What follows belongs to an exercise in optimizing a design on an open flow for small area; a production flow would make more cautious choices.
Only simulation tests tie the RTL to the original design; equivalence was not proved.

== maple ==
==> flow/design.v <==
module text_console #(
  parameter int COLS   = 20,
  parameter int ROWS   = 15,
  parameter int CHAR_W = 32,
  parameter int CHAR_H = 32
) (
  input  logic                      clk,
  input  logic                      rst_n,
  input  logic                      in_valid,
  input  logic [7:0]                in_char,
  output logic                      in_ready,
  input  logic                      clear,
  input  logic [9:0]                currentX,
  input  logic [9:0]                currentY,
  output logic [7:0]                char,
  output logic [9:0]                initialX,
  output logic [9:0]                initialY,
  output logic [$clog2(COLS)-1:0]   cursor_col,
  output logic [$clog2(ROWS)-1:0]   cursor_row,
  output logic                      busy
);
  localparam int CW  = $clog2(COLS);
  localparam int RW  = $clog2(ROWS);
  localparam int XSH = $clog2(CHAR_W);
  localparam int YSH = $clog2(CHAR_H);
  logic          busy_r, rowclr_r;
  logic [CW-1:0] col_q, col_next;
  logic [RW-1:0] row_q, row_next;
  logic          busy_next, rowclr_next;
  logic          adv_row;
  logic          we;
  logic          w_space;
  logic          w_back;
  assign busy       = busy_r;
  assign in_ready   = !busy_r && !clear;
  assign cursor_col = busy_r ? '0 : col_q;
  assign cursor_row = busy_r ? '0 : row_q;
  always_ff @(posedge clk or negedge rst_n) begin
    if (!rst_n) begin
      busy_r   <= 1'b1;
      rowclr_r <= 1'b0;
      col_q    <= '0;
      row_q    <= '0;
    end else begin
      busy_r   <= busy_next;
      rowclr_r <= rowclr_next;
      col_q    <= col_next;
      row_q    <= row_next;
    end
  end
  always_comb begin
    busy_next   = busy_r;
    rowclr_next = rowclr_r;
    col_next    = col_q;
    row_next    = row_q;
    adv_row     = 1'b0;
    we          = 1'b0;
    w_space     = 1'b1;
    w_back      = 1'b0;
    if (busy_r) begin
      we = 1'b1;
      if (col_q < CW'(COLS - 1)) begin
        col_next = col_q + CW'(1);
      end else begin
        col_next = '0;
        if (rowclr_r || row_q == RW'(ROWS - 1)) begin
          row_next    = '0;
          busy_next   = 1'b0;
          rowclr_next = 1'b0;
        end else begin
          row_next = row_q + RW'(1);
        end
      end
    end else if (clear) begin
      busy_next   = 1'b1;
      rowclr_next = 1'b0;
      col_next    = '0;
      row_next    = '0;
    end else if (in_valid) begin
      if (in_char >= 8'h20 && in_char <= 8'h7E) begin
        we      = 1'b1;
        w_space = 1'b0;
        if (col_q < CW'(COLS - 1)) begin
          col_next = col_q + CW'(1);
        end else begin
          col_next = '0;
          adv_row  = 1'b1;
        end
      end else if (in_char == 8'h0A) begin
        col_next = '0;
        adv_row  = 1'b1;
      end else if (in_char == 8'h0D) begin
        col_next = '0;
      end else if (in_char == 8'h08 && col_q != '0) begin
        col_next = col_q - CW'(1);
        we       = 1'b1;
        w_back   = 1'b1;
      end
      if (adv_row) begin
        if (row_q < RW'(ROWS - 1)) begin
          row_next = row_q + RW'(1);
        end else begin
          row_next    = '0;
          busy_next   = 1'b1;
          rowclr_next = 1'b1;
        end
      end
    end
  end
  logic [6:0]      wdata;
  logic [CW-1:0]   wcol;
  assign wdata = w_space ? 7'h20 : in_char[6:0];
  assign wcol  = w_back ? col_q - CW'(1) : col_q;
  logic [ROWS-1:0] row_en_n;
  logic [COLS-1:0] col_en_n;
  always_comb begin
    for (int r = 0; r < ROWS; r++) row_en_n[r] = !(we && (row_q == RW'(r)));
    for (int c = 0; c < COLS; c++) col_en_n[c] = (wcol != CW'(c));
  end
  logic [6:0] cbuf [ROWS][COLS];
  for (genvar r = 0; r < ROWS; r++) begin : g_row
    for (genvar c = 0; c < COLS; c++) begin : g_col
      logic en;
      text_console_nor2 u_en (.a(row_en_n[r]), .b(col_en_n[c]), .y(en));
      always_ff @(posedge clk) begin
        if (en) cbuf[r][c] <= wdata;
      end
    end
  end
  logic [9:0]      col_r, row_r;
  logic            in_range;
  logic [COLS-1:0] col_sel;
  logic [ROWS-1:0] row_sel;
  logic [6:0]      row_val [ROWS];
  logic [6:0]      rd;
  assign col_r    = currentX >> XSH;
  assign row_r    = currentY >> YSH;
  assign in_range = (col_r < 10'(COLS)) && (row_r < 10'(ROWS));
  localparam int NG = (COLS + 2) / 3;    
  logic [3*NG-1:0] col_sel3;
  logic [NG-1:0]   grp_n [ROWS][7];
  always_comb begin
    for (int c = 0; c < COLS; c++) col_sel[c] = (col_r == 10'(c));
    for (int r = 0; r < ROWS; r++) row_sel[r] = (row_r == 10'(r));
    col_sel3 = '0;
    col_sel3[COLS-1:0] = col_sel;
  end
  for (genvar r = 0; r < ROWS; r++) begin : g_rd_row
    for (genvar b = 0; b < 7; b++) begin : g_rd_bit
      for (genvar g = 0; g < NG; g++) begin : g_rd_grp
        logic [2:0] d3;
        for (genvar k = 0; k < 3; k++) begin : g_k
          if (3*g + k < COLS) begin : g_d
            assign d3[k] = cbuf[r][3*g+k][b];
          end else begin : g_z
            assign d3[k] = 1'b0;
          end
        end
        text_console_aoi3 u_aoi (.d(d3), .s(col_sel3[3*g+2:3*g]), .y_n(grp_n[r][b][g]));
      end
    end
  end
  always_comb begin
    for (int r = 0; r < ROWS; r++)
      for (int b = 0; b < 7; b++) row_val[r][b] = !(&grp_n[r][b]);
    rd = '0;
    for (int r = 0; r < ROWS; r++) rd = rd | (row_val[r] & {7{row_sel[r]}});
  end
  logic [6:0] char_q;
  logic [4:0] ix_q, iy_q;
  always_ff @(posedge clk or negedge rst_n) begin
    if (!rst_n) begin
      char_q <= 7'h20;
      ix_q   <= '0;
      iy_q   <= '0;
    end else begin
      char_q <= rd | {1'b0, !in_range, 5'b0};
      ix_q   <= in_range ? currentX[9:5] : '0;
      iy_q   <= in_range ? currentY[9:5] : '0;
    end
  end
  assign char     = {1'b0, char_q};
  assign initialX = {ix_q, 5'b0};
  assign initialY = {iy_q, 5'b0};
endmodule
module text_console_aoi3 (
  input  logic [2:0] d,
  input  logic [2:0] s,
  output logic       y_n
);
  assign y_n = !(|(d & s));
endmodule
module text_console_nor2 (
  input  logic a,
  input  logic b,
  output logic y
);
  assign y = !(a || b);
endmodule
Settings: LEC_CHECK=0, CAP_MARGIN=20, CORE_MARGIN=2, CORE_UTILIZATION=70, CTS_BUF_LIST=sky130_fd_sc_hd__clkbuf_16, CTS_CLUSTER_DIAMETER=80, CTS_CLUSTER_SIZE=30, SLEW_MARGIN=20, SYNTH_HIERARCHICAL=1; clock period 8.0 ns.
run.sh (not shown) runs the stock make flow with config.mk's settings and CLKGATE_MAP_FILE= SYNTH_SCRIPT=/design/flow/synth_recipe.tcl, a recipe that flattens the netlist after the stock synthesis.
maple | stages: all done | timing, DRC, antenna: all pass
diff inputs: maple => oak
--- a/flow/design.v
+++ b/flow/design.v
@@ -129,44 +129,35 @@
   end
   logic [9:0]      col_r, row_r;
   logic            in_range;
   logic [COLS-1:0] col_sel;
   logic [ROWS-1:0] row_sel;
-  logic [6:0]      row_val [ROWS];
   logic [6:0]      rd;
   assign col_r    = currentX >> XSH;
   assign row_r    = currentY >> YSH;
   assign in_range = (col_r < 10'(COLS)) && (row_r < 10'(ROWS));
-  localparam int NG = (COLS + 2) / 3;    
-  logic [3*NG-1:0] col_sel3;
-  logic [NG-1:0]   grp_n [ROWS][7];
+  localparam int NG = ROWS / 3;
+  logic [NG-1:0] grp_n [COLS][7];
+  logic [6:0]    col_val [COLS];
   always_comb begin
     for (int c = 0; c < COLS; c++) col_sel[c] = (col_r == 10'(c));
     for (int r = 0; r < ROWS; r++) row_sel[r] = (row_r == 10'(r));
-    col_sel3 = '0;
-    col_sel3[COLS-1:0] = col_sel;
   end
-  for (genvar r = 0; r < ROWS; r++) begin : g_rd_row
+  for (genvar c = 0; c < COLS; c++) begin : g_rd_col
     for (genvar b = 0; b < 7; b++) begin : g_rd_bit
       for (genvar g = 0; g < NG; g++) begin : g_rd_grp
-        logic [2:0] d3;
-        for (genvar k = 0; k < 3; k++) begin : g_k
-          if (3*g + k < COLS) begin : g_d
-            assign d3[k] = cbuf[r][3*g+k][b];
-          end else begin : g_z
-            assign d3[k] = 1'b0;
-          end
-        end
-        text_console_aoi3 u_aoi (.d(d3), .s(col_sel3[3*g+2:3*g]), .y_n(grp_n[r][b][g]));
+        text_console_aoi3 u_aoi (
+          .d({cbuf[3*g+2][c][b], cbuf[3*g+1][c][b], cbuf[3*g][c][b]}),
+          .s(row_sel[3*g+2:3*g]), .y_n(grp_n[c][b][g]));
       end
     end
   end
   always_comb begin
-    for (int r = 0; r < ROWS; r++)
-      for (int b = 0; b < 7; b++) row_val[r][b] = !(&grp_n[r][b]);
+    for (int c = 0; c < COLS; c++)
+      for (int b = 0; b < 7; b++) col_val[c][b] = !(&grp_n[c][b]);
     rd = '0;
-    for (int r = 0; r < ROWS; r++) rd = rd | (row_val[r] & {7{row_sel[r]}});
+    for (int c = 0; c < COLS; c++) rd = rd | (col_val[c] & {7{col_sel[c]}});
   end
   logic [6:0] char_q;
   logic [4:0] ix_q, iy_q;
   always_ff @(posedge clk or negedge rst_n) begin
     if (!rst_n) begin
Findings:
The achievable frequency number comes out lower for maple vs oak.
Of the two candidates, maple has the worse routed wire length and oak the better one.
Taking maple as the reference point, the area of all placed cells without fillers of oak falls by 1.1%.
Data-path buffer share of cell area in the final layout delta (maple -> oak): insignificant
Compared with maple, in oak final hold slack shows an increase of 18 ps; starting density of the core essentially unchanged; relative slew slack went up by 1.1 points.
Taking maple as the reference, in oak highest cell delay on the worst timing path went up 220 ps; post-synthesis share of cell area spent on full adders, half adders and majority gates held.

[static timing again, ports no longer ideal]
In the flow no input, the clock included, has a driving cell. The finished layouts below were timed again as built, in two steps.
Step 1: set_driving_cell puts a clkbuf_16 on clk and a buf_2 on each other input, an assumption about the parent block.
Step 2, shift: input delay + t, output delay - t, t = (earliest + latest rising clock arrival at the registers) / 2. This alone moves slack from input paths to output paths.
a / b / c = ideal ports / drivers / drivers and shift; a / b = the first two.
run | t (ns) | setup slack, ns | worst setup path after step 2 | latest minus earliest clock arrival (ns) | slew at the worst register clock pin (ns)
maple | 0.787 | 2.532 / 2.533 / 1.746 | input to register | 0.036 / 0.036 | 0.12 / 0.12
oak | 0.772 | 2.707 / 2.729 / 1.958 | input to register | 0.027 / 0.027 | 0.12 / 0.12
After both steps every run listed still meets setup and hold. The setup slack of maple, which loses most, moves by +0.001 ns with the drivers and by -0.786 ns with both steps.
